This design comes from an exercise in tuning for small area, a short achievable clock period and few clock cycles per item on the open sky130 flow, not from production work. Where RTL was checked, it was by simulation tests only, not by an equivalence proof against the original. Power is estimated from default activity; no workload was simulated.

== lane 4 ==
## countdown_stopwatch_7seg
module countdown_stopwatch_7seg
(
  input  logic clk,
  input  logic rst,
  input  logic cmd_valid,
  output logic cmd_stall,
  input  logic [14:0] cmd,
  output logic res_valid,
  input  logic res_stall,
  output logic [48:0] res
);
  function automatic logic [6:0] seg10(input logic [3:0] d);
    seg10[0] = (~d[2] & ~d[0]) | d[1] | d[3] | (d[2] & d[0]);
    seg10[1] = ~d[2] | (~d[1] & ~d[0]) | (d[1] & d[0]);
    seg10[2] = ~d[1] | d[0] | d[2];
    seg10[3] = (~d[2] & ~d[0]) | d[3] | (~d[2] & d[1]) | (d[2] & ~d[1] & d[0]) | (d[1] & ~d[0]);
    seg10[4] = (~d[2] & ~d[0]) | (d[1] & ~d[0]);
    seg10[5] = (~d[1] & ~d[0]) | d[3] | (d[2] & ~d[1]) | (d[2] & ~d[0]);
    seg10[6] = (~d[2] & d[1]) | (d[2] & ~d[1]) | d[3] | (d[2] & ~d[0]);
  endfunction
  function automatic logic [6:0] seg6(input logic [2:0] d);
    seg6[0] = (~d[2] & ~d[0]) | d[1] | (d[2] & d[0]);
    seg6[1] = ~d[2] | ~d[0];
    seg6[2] = ~d[1] | d[0];
    seg6[3] = (~d[2] & ~d[0]) | d[1] | (d[2] & d[0]);
    seg6[4] = (~d[2] & ~d[0]);
    seg6[5] = (~d[1] & ~d[0]) | d[2];
    seg6[6] = d[1] | d[2];
  endfunction
  function automatic logic [6:0] seg7(input logic [2:0] d);
  ...
==> flow/config.mk <==
export PLATFORM = sky130hd
export DESIGN_NAME = countdown_stopwatch_7seg
export DESIGN_NICKNAME = countdown_stopwatch_7seg
export VERILOG_FILES = /design/flow/design.v
export SDC_FILE = /design/flow/constraint.sdc
export NUM_CORES = 4
export LEC_CHECK = 0
export ABC_AREA = 1
export CAP_MARGIN = 20
export CORE_MARGIN = 2
export CORE_UTILIZATION = 40
export SETUP_SLACK_MARGIN = 5
export SLEW_MARGIN = 20
==> flow/constraint.sdc <==
create_clock -name core_clock -period 10.0 [get_ports {clk}]
set_input_delay 2.0000 -clock core_clock [delete_from_list [all_inputs] [get_ports {clk}]]
set_output_delay 2.0000 -clock core_clock [all_outputs]
set_load 0.01 [all_outputs]
standard.sh (not shown) runs the stock make flow with config.mk's settings and CLKGATE_MAP_FILE= SYNTH_SCRIPT=/design/flow/synth_recipe.tcl, a recipe that flattens the netlist after the stock synthesis.
==> flow/flow/run.sh <==
#!/bin/bash
# Standard layout, with the port buffers made of buf_1 cells instead of the
# default delay buffers.
set -euo pipefail
cd "$(dirname "$0")/.."
export BUFFER_PORTS_ARGS="-buffer_cell sky130_fd_sc_hd__buf_1"
bash standard.sh > standard.log 2>&1
The inputs of lane 5 differ from those of lane 4 as listed below.
==> flow/run.sh (new file) <==
#!/bin/bash
# synth_recipe.tcl (not shown) runs the flow's synth.tcl, then flattens the netlist and writes it again
# the make line also repeats each setting of config.mk as NAME=value (left out here)
make -C /OpenROAD-flow-scripts/flow DESIGN_CONFIG=/design/flow/config.mk WORK_HOME=/design/flow/orfs CLKGATE_MAP_FILE= SYNTH_SCRIPT=/design/flow/synth_recipe.tcl finish
removed: flow/flow/run.sh
removed: flow/standard.sh
Findings:
- When lane 5 is set beside lane 4, its post-route core utilization turns out to be 3.9 points larger.
- Compared to lane 4, lane 5 has setup slack 0.33 ns lower.
- Going from lane 4 to lane 5, power went up, post-layout instance area went up, proportion of cell area occupied by registers went down, global-route usage went down.
- Average vias per placed instance went down slightly going from lane 4 to lane 5.
- Diff lane 4 -> lane 5: final weighted congestion in routability-driven placement increased by 5.3% relative to the old numbers, slack of the worst reg-to-reg path decreased by 0.04 ns relative to the old numbers, routed length on met3 decreased by 5.8% relative to the old numbers.
No functional check of the RTL was part of any run of this note.

---

countdown_stopwatch_7seg, a different RTL version from the one above (not shown whole).
Size in the first run: roughly 820 cells after synthesis, ~68 flip-flops, ~70 I/O pins.
export LEC_CHECK = 0
export ABC_AREA = 1
export CAP_MARGIN = 20
export CORE_MARGIN = 2
export CORE_UTILIZATION = 65
export SETUP_SLACK_MARGIN = 5
export SLEW_MARGIN = 20
create_clock -name core_clock -period 10.0 [get_ports {clk}]
==> flow/flow/run.sh <==
#!/bin/bash
# Standard layout, with the port buffers made of buf_1 cells instead of the
# default delay buffers.
set -euo pipefail
cd "$(dirname "$0")/.."
export BUFFER_PORTS_ARGS="-buffer_cell sky130_fd_sc_hd__buf_1"
bash standard.sh > standard.log 2>&1
Testbench counts at the start, summed over its fixed seeds: cycles 20,882, items 16,000.
Change:
- ABC_AREA: 1 -> 0
- ABC_CLOCK_PERIOD_IN_PS: unset -> 2500
- CORE_UTILIZATION: 65 -> 40
Result: Synthesized area grows by a few percent; die area went up by well over a third; critical path depth is higher by 1; sequential share of layout area came out lower by 0.94 points; routed wire length rose by a few percent; via count decreases by a few percent; fmax went down by a few percent; cell area rose by a few percent.
Change:
- ABC_AREA: 0 -> 1
- ABC_CLOCK_PERIOD_IN_PS: 2500 -> unset
Result:
- global-route usage went up by 0.77 points
- setup slack gets better by 240 ps
- hold slack gets worse by 10 ps
- power went up by about a fifth

[afterwards: timing with drivers on the ports]
Ports are ideal in the flow. The routed layouts listed here were re-timed in OpenROAD. Step 1 (the two cells are an assumption about what drives the block):
set clk [get_ports {clk}]
set_driving_cell -lib_cell sky130_fd_sc_hd__clkbuf_16 $clk
set_driving_cell -lib_cell sky130_fd_sc_hd__buf_2 [delete_from_list [all_inputs] $clk]
Step 2 times the ports against the registers' clock, not the clock port: input delays grow and output delays shrink by t, the midpoint of the rising clock arrivals with the driver on. a / b / c = ideal ports / drivers / drivers and shift; a / b = the first two.
| run | t (ns) | setup slack, ns | hold WS [ns] | clock arrival spread, ns |
|---|---|---|---|---|
| lane 4 | 0.366 | 6.165 / 6.179 / 5.812 | 0.467 / 0.467 / 0.467 | 0.004 / 0.003 |
| lane 5 | 0.360 | 5.831 / 5.825 / 5.464 | 0.461 / 0.461 / 0.461 | 0.007 / 0.007 |
| the first run of note 2 | 0.381 | 6.339 / 6.305 / 6.368 | 0.469 / 0.469 / 0.469 | 0.013 / 0.013 |
| the second run of note 2 | 0.373 | 6.142 / 6.103 / 6.182 | 0.456 / 0.456 / 0.456 | 0.007 / 0.007 |
| the third run of note 2 | 0.377 | 6.386 / 6.347 / 6.415 | 0.445 / 0.445 / 0.445 | 0.009 / 0.008 |
After both steps every run listed still meets setup and hold. For lane 5, which loses most, drivers alone change the setup slack by -0.006 ns; drivers and shift together by -0.367 ns.
